This design comes from an exercise in tuning for small area, a short achievable clock period and few clock cycles per item on the open sky130 flow, not from production work. RTL that was checked went through simulation tests only; none was proved equivalent to the original.

==> run X <==
==> flow/design.v (excerpt) <==
module rms_top
(
	input  logic        CLOCK_50,
	input  logic        rst_n,
	input  logic        src_empty,
	input  logic [31:0] src_readdata,
	input  logic        snk_full,
	output logic        src_read,
	output logic        snk_write,
	output logic [31:0] snk_writedata,
	output logic [6:0]  hex0,
	output logic [6:0]  hex1,
	output logic [6:0]  hex2,
	output logic [6:0]  hex3,
	output logic [6:0]  hex4,
	output logic [6:0]  hex5
);
	localparam logic [14:0] BND = 15'b101_0101_0101_0010;
	logic        run_q;
	logic        pend_q;
	logic        vsk_q;
	logic [15:0] xs_q;
	logic        va_q;
	logic [15:0] xa_q;
	logic        vq_q;
	logic [31:0] sq_q;
	logic [34:0] s_q;
	logic        vs_q;
	logic [3:0]  es_q;
	logic [1:0]  ms_q;
	logic [3:0]  e_of_k;
	logic [1:0]  m_of_k;
	logic [2:0]  wcnt_q;
	logic        ov_q;
	logic [15:0] out_q;
	logic [3:0]  pos_q;
	logic        adv;
	logic [7:0]  xh;
	logic [7:0]  xl;
	logic [15:0] sqh;
	logic [15:0] sql;
	logic [15:0] sqm;
	logic [15:0] sqm_q;
	logic [34:0] s_new;
	assign adv = !ov_q || !snk_full;
	assign snk_write = ov_q && !snk_full;
	assign src_read = run_q && !src_empty && !vsk_q && adv;
	assign snk_writedata = {16'h0000, out_q};
	always_ff @(posedge CLOCK_50 or negedge rst_n)
	begin
		if (!rst_n)
		begin
			run_q <= 1'b0;
			pend_q <= 1'b0;
			vsk_q <= 1'b0;
			va_q <= 1'b0;
			vq_q <= 1'b0;
			vs_q <= 1'b0;
			wcnt_q <= '0;
		end
		else
		begin
			run_q <= 1'b1;
			pend_q <= src_read;
			if (adv)
			begin
				va_q <= pend_q || vsk_q;
				vsk_q <= 1'b0;
				vq_q <= va_q;
				vs_q <= vq_q;
				if (vq_q)
					wcnt_q <= wcnt_q + 3'd1;
			end
			else if (pend_q)
				vsk_q <= 1'b1;
		end
	end
	assign xh = xa_q[15:8];
	assign xl = xa_q[7:0];
	assign sqh =
  ...
export LEC_CHECK = 0
export ABC_AREA = 1
export CAP_MARGIN = 20
export CORE_MARGIN = 2
export CORE_UTILIZATION = 40
export CTS_BUF_LIST = sky130_fd_sc_hd__clkbuf_8
export SETUP_SLACK_MARGIN = 5
export SLEW_MARGIN = 20
export TNS_END_PERCENT = 5
create_clock -name core_clock -period 10.0 [get_ports {CLOCK_50}]
run.sh (not shown) runs the stock make flow with config.mk's settings and CLKGATE_MAP_FILE= SYNTH_SCRIPT=/design/flow/synth_recipe.tcl, a recipe that flattens the netlist after the stock synthesis.
==> inputs of run H, as changes to run X <==
==> flow/config.mk (replaced) <==
export PLATFORM = sky130hd
export DESIGN_NAME = rms_top
export DESIGN_NICKNAME = rms_top
export VERILOG_FILES = /design/flow/design.v
export SDC_FILE = /design/flow/constraint.sdc
export NUM_CORES = 4
export LEC_CHECK = 0
export ABC_AREA = 0
export CAP_MARGIN = 20
export CORE_MARGIN = 2
export CORE_UTILIZATION = 40
export CTS_BUF_LIST = sky130_fd_sc_hd__clkbuf_8
export SETUP_SLACK_MARGIN = 4.8
export SLEW_MARGIN = 20
==> inputs of run K, as changes to run X <==
==> flow/design.v (replaced) <==
`default_nettype none
package rms_pkg;
	function automatic logic [6:0] seg_of_nibble(input logic [3:0] nibble);
		logic [6:0] seg;
		case (nibble)
			4'h0: seg = 7'h40;
			4'h1: seg = 7'h79;
			4'h2: seg = 7'h24;
			4'h3: seg = 7'h30;
			4'h4: seg = 7'h19;
			4'h5: seg = 7'h12;
			4'h6: seg = 7'h02;
			4'h7: seg = 7'h78;
			4'h8: seg = 7'h00;
			4'h9: seg = 7'h10;
			4'ha: seg = 7'h08;
			4'hb: seg = 7'h03;
			4'hc: seg = 7'h46;
			4'hd: seg = 7'h21;
			4'he: seg = 7'h06;
			default: seg = 7'h0e;
		endcase
		seg_of_nibble = seg;
	endfunction
endpackage
`default_nettype wire
`default_nettype none
module rms_top
(
	input  logic        CLOCK_50,
	input  logic        rst_n,
	input  logic        src_empty,
	input  logic [31:0] src_readdata,
	input  logic        snk_full,
	output logic        src_read,
	output logic        snk_write,
	output logic [31:0] snk_writedata,
	output logic [6:0]  hex0,
	output logic [6:0]  hex1,
	output logic [6:0]  hex2,
	output logic [6:0]  hex3,
	output logic [6:0]  hex4,
	output logic [6:0]  hex5
);
	localparam logic [14:0] BND = 15'b010_0100_1001_0000;
	logic        run_q;
	logic        pend_q;
	logic        vsk_q;
	logic [15:0] xs_q;
	logic        va_q;
	logic [15:0] xa_q;
	logic        vs_q;
	logic [34:0] s_q;
	logic [2:0]  ks_q;
	logic [2:0]  wcnt_q;
	logic        ov_q;
	logic [15:0] out_q;
	logic [3:0]  pos_q;
	logic        adv;
	logic [34:0] acc;
	assign adv = !ov_q || !snk_full;
	assign snk_write = ov_q && !snk_full;
	assign src_read = run_q && !src_empty && !vsk_q && adv;
	assign snk_writedata = {16'h0000, out_q};
	always_ff @(posedge CLOCK_50 or negedge rst_n)
	begin
		if (!rst_n)
		begin
			run_q <= 1'b0;
			pend_q <= 1'b0;
			vsk_q <= 1'b0;
			va_q <= 1'b0;
			vs_q <= 1'b0;
			wcnt_q <= '0;
		end
		else
		begin
			run_q <= 1'b1;
			pend_q <= src_read;
			if (adv)
			begin
				va_q <= pend_q || vsk_q;
				vsk_q <= 1'b0;
				vs_q <= va_q;
				if (va_q)
					wcnt_q <= wcnt_q + 3'd1;
			end
			else if (pend_q)
				vsk_q <= 1'b1;
		end
	end
	assign acc = ((wcnt_q == 3'd0) ? 35'd0 : s_q) + 35'(xa_q * xa_q);
	always_ff @(posedge CLOCK_50)
	begin
		if (pend_q && !adv)
			xs_q <= src_readdata[15:0];
		if (adv)
		begin
			xa_q <= pend_q ? src_readdata[15:0] : xs_q;
			if (va_q)
			begin
				s_q <= acc;
				ks_q <= wcnt_q;
			end
		end
	end
	logic [15:0][17:0] rem_i;
	logic [15:0][15:0] r_i;
	logic [15:0][2:0]  dr_i;
	logic [15:0][31:0] sb_i;
	logic [15:0][2:0]  kk_i;
	logic [15:0]       v_i;
	logic [15:0][17:0] rem_o;
	logic [15:0][15:0] r_o;
	logic [15:0][2:0]  dr_o;
	for (genvar j = 0; j < 16; j++)
	begin : g_step
		if (j == 0)
		begin : g_src
			assign rem_i[j] = '0;
			assign r_i[j] = '0;
			assign dr_i[j] = s_q[34:32];
			assign sb_i[j] = s_q[31:0];
			assign kk_i[j] = ks_q;
			assign v_i[j] = vs_q;
		end
		else if (BND[j-1])
		begin : g_reg
			logic [17:0] rem_q;
			logic [15:0] r_q;
			logic [2:0]  dr_q;
			logic [31:0] sb_q;
			logic [2:0]  kk_q;
			logic        v_q;
			always_ff @(posedge CLOCK_50)
			begin
				if (adv)
				begin
					rem_q <= rem_o[j-1];
					r_q <= r_o[j-1];
					dr_q <= dr_o[j-1];
					sb_q <= sb_i[j-1] & (32'hffffffff >> (2 * j));
					kk_q <= kk_i[j-1];
				end
			end
			always_ff @(posedge CLOCK_50 or negedge rst_n)
			begin
				if (!rst_n)
					v_q <= 1'b0;
				else if (adv)
					v_q <= v_i[j-1];
			end
			assign rem_i[j] = rem_q;
			assign r_i[j] = r_q;
			assign dr_i[j] = dr_q;
			assign sb_i[j] = sb_q;
			assign kk_i[j] = kk_q;
			assign v_i[j] = v_q;
		end
		else
		begin : g_pass
			assign rem_i[j] = rem_o[j-1];
			assign r_i[j] = r_o[j-1];
			assign dr_i[j] = dr_o[j-1];
			assign sb_i[j] = sb_i[j-1];
			assign kk_i[j] = kk_i[j-1];
			assign v_i[j] = v_i[j-1];
		end
		logic [3:0] v1;
		logic [3:0] v2;
		logic       q1;
		logic       q2;
		logic [2:0] d1;
		assign v1 = {dr_i[j], sb_i[j][31-2*j]};
		assign q1 = v1 > {1'b0, kk_i[j]};
		assign d1 = q1 ? 3'(v1 - {1'b0, kk_i[j]} - 4'd1) : v1[2:0];
		assign v2 = {d1, sb_i[j][30-2*j]};
		assign q2 = v2 > {1'b0, kk_i[j]};
		assign dr_o[j] = q2 ? 3'(v2 - {1'b0, kk_i[j]} - 4'd1) : v2[2:0];
		logic [j+2:0] rs;
		logic [j+1:0] tr;
		logic [j+3:0] diff;
		logic         t;
		assign rs = {rem_i[j][j:0], q1, q2};
		if (j == 0)
		begin : g_t0
			assign tr = 2'b01;
		end
		else
		begin : g_tn
			assign tr = {r_i[j][j-1:0], 2'b01};
		end
		assign diff = {1'b0, rs} - {2'b00, tr};
		assign t = !diff[j+3];
		assign rem_o[j] = 18'(t ? diff[j+1:0] : rs[j+1:0]);
		assign r_o[j] = 16'({r_i[j][14:0], t});
	end
	always_ff @(posedge CLOCK_50 or negedge rst_n)
	begin
		if (!rst_n)
		begin
			ov_q <= 1'b0;
			out_q <= '0;
			pos_q <= '0;
		end
		else if (adv)
		begin
			ov_q <= v_i[15];
			if (v_i[15])
			begin
				out_q <= r_o[15];
				pos_q <= {1'b0, kk_i[15]} + 4'd1;
			end
		end
	end
	assign hex0 = rms_pkg::seg_of_nibble(out_q[3:0]);
	assign hex1 = rms_pkg::seg_of_nibble(out_q[7:4]);
	assign hex2 = rms_pkg::seg_of_nibble(out_q[11:8]);
	assign hex3 = rms_pkg::seg_of_nibble(out_q[15:12]);
	assign hex4 = rms_pkg::seg_of_nibble(pos_q);
	assign hex5 = rms_pkg::seg_of_nibble(4'h0);
endmodule
`default_nettype wire
==> flow/config.mk (replaced) <==
export PLATFORM = sky130hd
export DESIGN_NAME = rms_top
export DESIGN_NICKNAME = rms_top
export VERILOG_FILES = /design/flow/design.v
export SDC_FILE = /design/flow/constraint.sdc
export NUM_CORES = 4
export LEC_CHECK = 0
export ABC_CLOCK_PERIOD_IN_PS = 4000
export CAP_MARGIN = 20
export CORE_MARGIN = 2
export CORE_UTILIZATION = 40
export SETUP_SLACK_MARGIN = 5
export SLEW_MARGIN = 20
==> inputs of run R, as changes to run X <==
--- a/flow/config.mk
+++ b/flow/config.mk
@@ -6,10 +6,9 @@
 export NUM_CORES = 4
 export LEC_CHECK = 0
 export ABC_AREA = 1
 export CAP_MARGIN = 20
 export CORE_MARGIN = 2
-export CORE_UTILIZATION = 40
+export CORE_UTILIZATION = 45
 export CTS_BUF_LIST = sky130_fd_sc_hd__clkbuf_8
 export SETUP_SLACK_MARGIN = 5
 export SLEW_MARGIN = 20
-export TNS_END_PERCENT = 5
==> flow_summary_export.csv <==
group,metric,value,unit
synth,yosys.area_share.adder,18.3,%
floorplan,core,77200,µm²
floorplan,fp.dieH,283,µm
synth,syn_avg_cell_area,8.86,µm²
critical_path,start_kind,"input port",
final_layout,final_cell_mix,"718 x nand2_1, 505 x inv_1, 380 x edfxtp_1, 327 x ha_1, 218 x o21ai_0",
route,vias_per_cell,4.80,
grt,track_usage,15.0,%
critical_path,critPathBufInv,2,
final_layout,syn_to_final_growth,15.0,%
floorplan,start_util,40.3,%
outcome,outcome,"no timing/DRC/antenna violations",
(the above is from run X)
==> flow_summary_export.csv <==
group,metric,value,unit
outcome,outcome,"finished with violations",
outcome,failed_checks,"negative setup slack",
final_layout,area_share_nonclk_buffers,12.9,%
sta,setup_viol,11,
final_layout,syn_to_final_growth,34.6,%
clocking,cts_resized,334,
floorplan,core,74100,µm²
floorplan,start_util,40.3,%
grt,grt_pass1_vias,23700,
floorplan,fp.dieH,277,µm
final_layout,final_cell_mix,"449 x inv_1, 401 x buf_4, 325 x ha_1, 226 x edfxtp_1, 217 x fa_1",
final_layout,seq_share,19.0,%
critical_path,start_kind,"flop",
route,drtIter0Drc,994,
sta,timing.final.ws_setup,-3560,ps
critical_path,critPathBufInv,9,
placed_design,post-place-cells,4291,
grt,track_usage,19.1,%
route,vias_per_cell,5.04,
(the above is from run K)
==> flow_summary_export.csv <==
group,metric,value,unit
synth,yosys_register_bits,417,
synth,syn_avg_cell_area,9.91,µm²
grt,track_usage,16.1,%
route,vias_per_cell,5.30,
grt,grt_pass1_wl,116,mm
critical_path,critPathBufInv,4,
critical_path,worstSetupPathType,"flop to flop",
synth,yosys.area_share.adder,17.3,%
synth,async_reset_ff_share,8.87,%
sta,fin_hold_ws,407,ps
floorplan,fp.dieH,291,µm
outcome,outcome,"no timing/DRC/antenna violations",
final_layout,num_antenna_cells,1,
critical_path,start_kind,"flop",
final_layout,syn_to_final_growth,20.6,%
floorplan,core,81800,µm²
route,num_vias,25100,
(the above is from run H)
==> flow_summary_export.csv <==
group,metric,value,unit
synth,yosys.area.top_type_share,36.7,%
floorplan,fp.dieH,267,µm
floorplan,core,68500,µm²
final_layout,multi_input_area,17200,µm²
outcome,outcome,"no timing/DRC/antenna violations",
final_layout,final_cell_mix,"706 x nand2_1, 499 x inv_1, 380 x edfxtp_1, 321 x ha_1",
synth,yosys.area_share.adder,18.3,%
floorplan,fp.dieArea,71200,µm²
critical_path,r2r_slack,5110,ps
worst_hold_path,min_to,"g_step[11].genblk1.g_reg.qs_q[7]",
final_layout,syn_to_final_growth,16.9,%
grt,track_usage,16.9,%
(the above is from run R)
Testbench counts of run X, summed over its fixed seeds: cycles 4,192, items 4,096.
Testbench counts of run H, summed over its fixed seeds: cycles 4,192, items 4,096.
Testbench counts of run R, summed over its fixed seeds: cycles 4,192, items 4,096.
The RTL of run K was laid out without a check of its function.

==> re-timing with driven ports <==
In the flow no input, the clock included, has a driving cell. The finished layouts below were timed again as built, in two steps. Step 1 (the two cells are an assumption about what drives the block):
set clk [get_ports {CLOCK_50}]
set_driving_cell -lib_cell sky130_fd_sc_hd__clkbuf_16 $clk
set_driving_cell -lib_cell sky130_fd_sc_hd__buf_2 [delete_from_list [all_inputs] $clk]
Step 2 also shifts input and output timing later by t, the mid clock arrival at the registers, as if the neighbouring blocks saw the same clock. a / b / c = no drivers / after step 1 / after step 2; a / b = the first two.
| run | t (ns) | setup WS [ns] | worst setup path at the end |
|---|---|---|---|
| run X | 0.702 | 4.972 / 4.952 / 4.952 | input to output |
| run H | 0.699 | 4.500 / 4.500 / 4.500 | register to register |
| run K | 0.650 | -3.565 / -3.565 / -3.565 | register to register |
| run R | 0.695 | 5.079 / 5.058 / 5.058 | input to output |
For run R, which loses most, drivers alone change the setup slack by -0.021 ns; drivers and shift together by -0.021 ns.
